This is an optimization exercise on Yosys and OpenROAD, whose aim is small area, a short achievable clock period and few clock cycles, not a production implementation.
Only simulation tests tie the RTL to the original design; equivalence was not proved.
Power is estimated from default activity; no workload was simulated.

==> run M: inputs <==
Design tcp_reno_congestion_window_top, start of the top module:
module tcp_reno_congestion_window_top (
  input  logic              clk,
  input  logic              rst_n,
  input  logic              cfg_wr_en,
  input  logic [47:0]       cfg_wr_data,    
  input  logic              in_tvalid,
  output logic              in_tready,
  input  logic [31:0]       in_tdata,       
  input  logic [0:0]        in_tuser,       
  output logic              out_tvalid,
  input  logic              out_tready,
  output logic [87:0]       out_tdata       
);
==> flow/config.mk <==
export PLATFORM = sky130hd
export DESIGN_NAME = tcp_reno_congestion_window_top
export DESIGN_NICKNAME = tcp_reno_congestion_window_top
export VERILOG_FILES = /design/flow/design.v
export SDC_FILE = /design/flow/constraint.sdc
export NUM_CORES = 4
export LEC_CHECK = 0
export CAP_MARGIN = 20
export CORE_MARGIN = 2
export CORE_UTILIZATION = 55
export SLEW_MARGIN = 20
==> flow/constraint.sdc <==
create_clock -name core_clock -period 8.5 [get_ports {clk}]
set_input_delay 1.7000 -clock core_clock [delete_from_list [all_inputs] [get_ports {clk}]]
set_output_delay 1.7000 -clock core_clock [all_outputs]
set_load 0.01 [all_outputs]
run.sh (not shown) runs the stock make flow with config.mk's settings and CLKGATE_MAP_FILE= SYNTH_SCRIPT=/design/flow/synth_recipe.tcl, a recipe that flattens the netlist after the stock synthesis.
==> run A: changes against run M <==
--- a/flow/design.v
+++ b/flow/design.v
@@ -91,18 +91,16 @@
   logic        xlz_r;       
   logic        busy_r;
   logic [3:0]  bs_r;
   logic [32:0] km1_r;       
   logic        cv_r;        
   logic [1:0]  us_r;
   logic [5:0]  remm1_r;     
   logic [5:0]  j_r;         
-  logic [15:0] kd_r;        
-  logic        fp_r;
   logic [16:0] d_r;         
   logic [16:0] a_r;         
   logic [16:0] q_r;         
   logic [16:0] ex_r;        
   logic [1:0]  cx_r;        
   logic [4:0]  cnt_r;
   logic [32:0] ku_x, ku_y;
   logic        ku_cin;
@@ -120,17 +118,17 @@
   logic [31:0] base_eff;
   logic [32:0] in_diff;
   logic        in_final;
   logic [32:0] km1_cur;
   logic [7:0]  dup_inc;
   logic [31:0] thr_h;
   assign r_needw    = !fin_r && (r_act_r || (!r_fin_r && r_dup_r &&
                        phase_r != PH_FAST_RECOVERY && dup_inc == DUP_TRIGGER));
-  assign take       = rv_r && !busy_r && (!ov_r || out_tready) && !((j_r != 6'd0 || fp_r) && r_needw);
+  assign take       = rv_r && !busy_r && (!ov_r || out_tready) && !(j_r != 6'd0 && r_needw);
   assign take_new   = take && !fin_r && !r_act_r && !r_fin_r && !r_km1_r[32];
   assign seg_act    = busy_r || take_new;
   assign in_tready  = !rv_r || take;
   assign cap        = in_tvalid && in_tready;
   assign out_tvalid = ov_r;
   assign out_tdata  = {4'b0000, fin_r, rtx_r, base_r, phase_r, thr_r, wn_r};
   assign in_ackp1  = in_tdata + 32'd1;
   assign base_eff  = take_new ? r_ackp1_r : base_r;
@@ -200,17 +198,17 @@
   assign wa_b    = (seg_act && phase_r == PH_SLOW_START) ? km1_cur[15:0] :
                    ((!seg_act && phase_r != PH_FAST_RECOVERY) ? 16'd2 : 16'd0);
   assign wa_sum  = wa_a + wa_b + 16'd1;
   assign wf_sum  = {1'b0, wf_r} + {1'b0, wf_b} + {16'd0, wf_cin};
   always_comb begin
     ku_x   = km1_cur;
     ku_y   = 33'd0;
     ku_cin = 1'b0;
-    wf_b   = kd_r;
+    wf_b   = kd;
     wf_cin = 1'b0;
     s_mul  = 1'b0;
     s_dv   = d_r;
     if (!busy_r || bs_r == B_SEG) begin
       unique case (phase_r)
         PH_SLOW_START: ku_y = {17'd0, ss_needm1};
         PH_CONG_AVOID: begin
           ku_y = {27'd0, remm1_r};
@@ -249,17 +247,16 @@
   logic [32:0] km1_n;
   logic        cv_n;
   logic [1:0]  us_n;
   logic [15:0] st_tn, st_tf;
   logic        st_ok;
   logic        chg_to, chg_tr;    
   logic [5:0]  remm1_n;
   logic [5:0]  j_n;
-  logic        fp_n;
   logic [16:0] d_n, a_n, q_n, ex_n;
   logic [1:0]  cx_n;
   logic [4:0]  cnt_n;
   logic        t_chg;       
   logic        thr_ld;      
   logic        fast_use;    
   logic        done;
   always_comb begin
@@ -289,18 +286,17 @@
     t_chg   = 1'b0;
     chg_to  = 1'b0;
     chg_tr  = 1'b0;
     thr_ld  = 1'b0;
     ssn_n   = ss_needm1;
     fast_use = 1'b0;
     done    = 1'b0;
     j_n     = 6'd0;
-    fp_n    = j_r != 6'd0;
-    if (fp_r) wf_n = wf_sum[15:0];
+    if (j_r != 6'd0) wf_n = wf_sum[15:0];
     if (take) begin
       rtx_n = 1'b0;
       if (fin_r) begin
       end else if (r_act_r) begin
         thr_n   = thr_h;
         thr_ld  = 1'b1;
         ssn_n   = thr_h[31:16] + {15'h7FFF, thr_h[15:0] != 16'd0};
         wn_n    = 16'd1;
@@ -363,17 +359,16 @@
                 wf_n   = (km1_cur[32:16] != 17'd0 || wf_sum[16]) ? 16'hFFFF : wf_sum[15:0];
                 t_chg  = 1'b1;
                 done   = 1'b1;
               end else if (fast_ok) begin
                 fast_use = 1'b1;
                 if (ku_ge) begin
                   wn_n    = wa_sum;
                   wf_n    = a_r[15:0];
-                  fp_n    = 1'b0;
                   remm1_n = wn_r[5:0] + {{5{cx_r[1]}}, cx_r[1] | cx_r[0]};
                   rom_a_n = rom_a_r + 6'd1;
                   d_n     = q_r;
                   a_n     = ch_g;
                   ex_n    = ch_e;
                   q_n     = rom_d;
                   cx_n    = {ch_minus, ch_plus};
                   done    = ku_eq;
@@ -530,17 +525,16 @@
       fin_r   <= 1'b0;
       rtx_r   <= 1'b0;
       ov_r    <= 1'b0;
       xhi_r   <= '0;
       xlz_r   <= 1'b1;
       busy_r  <= 1'b0;
       rv_r    <= 1'b0;
       j_r     <= 6'd0;
-      fp_r    <= 1'b0;
       bs_r    <= B_SEG;
       cv_r    <= 1'b0;
       us_r    <= U_IDLE;
     end else begin
       wn_r    <= wn_n;
       wf_r    <= wf_n;
       thr_r   <= thr_n;
       if (thr_ld) ss_m <= ssm_n;
@@ -549,27 +543,25 @@
       base_r  <= base_n;
       phase_r <= phase_n;
       fin_r   <= fin_n;
       rtx_r   <= rtx_n;
       ov_r    <= (take && !take_new) || done || (ov_r && !out_tready);
       busy_r  <= busy_n;
       rv_r    <= cap || (rv_r && !take);
       j_r     <= j_n;
-      fp_r    <= fp_n;
       bs_r    <= bs_n;
       cv_r    <= cv_n;
       us_r    <= us_n;
       if (cfg_wr_en) begin
         xhi_r <= cfg_wr_data[47:10];
         xlz_r <= cfg_wr_data[9:0] == 10'd0;
       end
     end
     km1_r   <= km1_n;
-    kd_r    <= kd;
     if (cap) begin
       r_ackp1_r <= in_ackp1;
       r_act_r <= in_tuser[0];
       r_km1_r <= in_diff;
       r_dup_r <= &in_diff;
       r_fin_r <= in_final;
     end
     remm1_r <= remm1_n;
CORE_UTILIZATION = 62   (was 55)
==> run P: changes against run M <==
--- a/flow/design.v
+++ b/flow/design.v
@@ -91,18 +91,16 @@
   logic        xlz_r;       
   logic        busy_r;
   logic [3:0]  bs_r;
   logic [32:0] km1_r;       
   logic        cv_r;        
   logic [1:0]  us_r;
   logic [5:0]  remm1_r;     
   logic [5:0]  j_r;         
-  logic [15:0] kd_r;        
-  logic        fp_r;
   logic [16:0] d_r;         
   logic [16:0] a_r;         
   logic [16:0] q_r;         
   logic [16:0] ex_r;        
   logic [1:0]  cx_r;        
   logic [4:0]  cnt_r;
   logic [32:0] ku_x, ku_y;
   logic        ku_cin;
@@ -120,17 +118,17 @@
   logic [31:0] base_eff;
   logic [32:0] in_diff;
   logic        in_final;
   logic [32:0] km1_cur;
   logic [7:0]  dup_inc;
   logic [31:0] thr_h;
   assign r_needw    = !fin_r && (r_act_r || (!r_fin_r && r_dup_r &&
                        phase_r != PH_FAST_RECOVERY && dup_inc == DUP_TRIGGER));
-  assign take       = rv_r && !busy_r && (!ov_r || out_tready) && !((j_r != 6'd0 || fp_r) && r_needw);
+  assign take       = rv_r && !busy_r && (!ov_r || out_tready) && !(j_r != 6'd0 && r_needw);
   assign take_new   = take && !fin_r && !r_act_r && !r_fin_r && !r_km1_r[32];
   assign seg_act    = busy_r || take_new;
   assign in_tready  = !rv_r || take;
   assign cap        = in_tvalid && in_tready;
   assign out_tvalid = ov_r;
   assign out_tdata  = {4'b0000, fin_r, rtx_r, base_r, phase_r, thr_r, wn_r};
   assign in_ackp1  = in_tdata + 32'd1;
   assign base_eff  = take_new ? r_ackp1_r : base_r;
@@ -200,17 +198,17 @@
   assign wa_b    = (seg_act && phase_r == PH_SLOW_START) ? km1_cur[15:0] :
                    ((!seg_act && phase_r != PH_FAST_RECOVERY) ? 16'd2 : 16'd0);
   assign wa_sum  = wa_a + wa_b + 16'd1;
   assign wf_sum  = {1'b0, wf_r} + {1'b0, wf_b} + {16'd0, wf_cin};
   always_comb begin
     ku_x   = km1_cur;
     ku_y   = 33'd0;
     ku_cin = 1'b0;
-    wf_b   = kd_r;
+    wf_b   = kd;
     wf_cin = 1'b0;
     s_mul  = 1'b0;
     s_dv   = d_r;
     if (!busy_r || bs_r == B_SEG) begin
       unique case (phase_r)
         PH_SLOW_START: ku_y = {17'd0, ss_needm1};
         PH_CONG_AVOID: begin
           ku_y = {27'd0, remm1_r};
@@ -249,17 +247,16 @@
   logic [32:0] km1_n;
   logic        cv_n;
   logic [1:0]  us_n;
   logic [15:0] st_tn, st_tf;
   logic        st_ok;
   logic        chg_to, chg_tr;    
   logic [5:0]  remm1_n;
   logic [5:0]  j_n;
-  logic        fp_n;
   logic [16:0] d_n, a_n, q_n, ex_n;
   logic [1:0]  cx_n;
   logic [4:0]  cnt_n;
   logic        t_chg;       
   logic        thr_ld;      
   logic        fast_use;    
   logic        done;
   always_comb begin
@@ -289,18 +286,17 @@
     t_chg   = 1'b0;
     chg_to  = 1'b0;
     chg_tr  = 1'b0;
     thr_ld  = 1'b0;
     ssn_n   = ss_needm1;
     fast_use = 1'b0;
     done    = 1'b0;
     j_n     = 6'd0;
-    fp_n    = j_r != 6'd0;
-    if (fp_r) wf_n = wf_sum[15:0];
+    if (j_r != 6'd0) wf_n = wf_sum[15:0];
     if (take) begin
       rtx_n = 1'b0;
       if (fin_r) begin
       end else if (r_act_r) begin
         thr_n   = thr_h;
         thr_ld  = 1'b1;
         ssn_n   = thr_h[31:16] + {15'h7FFF, thr_h[15:0] != 16'd0};
         wn_n    = 16'd1;
@@ -363,17 +359,16 @@
                 wf_n   = (km1_cur[32:16] != 17'd0 || wf_sum[16]) ? 16'hFFFF : wf_sum[15:0];
                 t_chg  = 1'b1;
                 done   = 1'b1;
               end else if (fast_ok) begin
                 fast_use = 1'b1;
                 if (ku_ge) begin
                   wn_n    = wa_sum;
                   wf_n    = a_r[15:0];
-                  fp_n    = 1'b0;
                   remm1_n = wn_r[5:0] + {{5{cx_r[1]}}, cx_r[1] | cx_r[0]};
                   rom_a_n = rom_a_r + 6'd1;
                   d_n     = q_r;
                   a_n     = ch_g;
                   ex_n    = ch_e;
                   q_n     = rom_d;
                   cx_n    = {ch_minus, ch_plus};
                   done    = ku_eq;
@@ -530,17 +525,16 @@
       fin_r   <= 1'b0;
       rtx_r   <= 1'b0;
       ov_r    <= 1'b0;
       xhi_r   <= '0;
       xlz_r   <= 1'b1;
       busy_r  <= 1'b0;
       rv_r    <= 1'b0;
       j_r     <= 6'd0;
-      fp_r    <= 1'b0;
       bs_r    <= B_SEG;
       cv_r    <= 1'b0;
       us_r    <= U_IDLE;
     end else begin
       wn_r    <= wn_n;
       wf_r    <= wf_n;
       thr_r   <= thr_n;
       if (thr_ld) ss_m <= ssm_n;
@@ -549,27 +543,25 @@
       base_r  <= base_n;
       phase_r <= phase_n;
       fin_r   <= fin_n;
       rtx_r   <= rtx_n;
       ov_r    <= (take && !take_new) || done || (ov_r && !out_tready);
       busy_r  <= busy_n;
       rv_r    <= cap || (rv_r && !take);
       j_r     <= j_n;
-      fp_r    <= fp_n;
       bs_r    <= bs_n;
       cv_r    <= cv_n;
       us_r    <= us_n;
       if (cfg_wr_en) begin
         xhi_r <= cfg_wr_data[47:10];
         xlz_r <= cfg_wr_data[9:0] == 10'd0;
       end
     end
     km1_r   <= km1_n;
-    kd_r    <= kd;
     if (cap) begin
       r_ackp1_r <= in_ackp1;
       r_act_r <= in_tuser[0];
       r_km1_r <= in_diff;
       r_dup_r <= &in_diff;
       r_fin_r <= in_final;
     end
     remm1_r <= remm1_n;
==> comparison table <==
| item | run M | run P | run A |
|---|---|---|---|
| Outcome | complete, no violations | complete, no violations | complete, no violations |
| Worst setup margin | 1.018 ns | 1.148 ns | 0.8184 ns |
| Pre-CTS setup slack | 1.091 ns | 1.370 ns | 1.350 ns |
| Mux share of post-synthesis cell area | 5.228% | 5.297% | 5.297% |
| Mapped Area | 36260 µm² | 35830 µm² | 35830 µm² |
| Clock buf count | 65 | 63 | 62 |
| IR drop worst, VDD | 267.9 µV | 161.2 µV | 336.9 µV |
| Internal power component | 5.907 mW | 5.286 mW | 5.260 mW |
| Final Core Density | 62.33% | 62.09% | 69.54% |
| Fraction of standard cell area in multi-input logic | 63.06% | 63.78% | 63.99% |
| Static Leak | 16.09 nW | 16.23 nW | 16.18 nW |
| Power attributed to the clock group | 2.29 mW | 2.13 mW | 2.11 mW |
| Global-route total usage across every layer | 45.07% | 45.81% | 50.32% |
| Number of standard cells in the layout, taps in and fillers out | 5817 | 5657 | 5564 |
| Share of Yosys cell area claimed by the top area cell type | 18.28% | 17.54% | 17.54% |
| Sequential cell count of the final layout | 399 | 382 | 382 |
| Area of all sequential standard cells | 8672 µm² | 8334 µm² | 8332 µm² |
| Net count, final | 5299 | 5159 | 5150 |
Testbench counts of run M, summed over its fixed seeds: cycles 22,399.
Testbench counts of run A, summed over its fixed seeds: cycles 21,921.
Testbench counts of run P, summed over its fixed seeds: cycles 21,921.

[port drivers added, routing unchanged]
The results above use ideal ports. As a check the final layouts listed here were re-extracted and re-timed, cells and wires unchanged.
Step 1, drivers: a clkbuf_16 drives clk and a buf_2 each remaining input, both assumed.
Step 2 moves the port delays by t, midway between the first and last clock arrival at a register: inputs arrive t later, outputs are due t later. That takes back most of the time a late clock gives input paths.
Slacks: no drivers / after step 1 / after step 2; pairs: no drivers / after step 1.
run | shift t [ns] | slack for setup (ns) | worst register clock-pin slew, ns | pins driven straight from the clock port
run M | 0.708 | 1.018 / 1.018 / 0.977 | 0.07 / 0.07 | 1
run A | 0.680 | 0.818 / 0.818 / 0.818 | 0.07 / 0.07 | 1
run P | 0.693 | 1.148 / 1.148 / 1.148 | 0.07 / 0.07 | 1
After both steps setup and hold are still met in every run listed. The setup slack of run M, which loses most, moves by 0.000 ns with the drivers and by -0.041 ns with both steps.
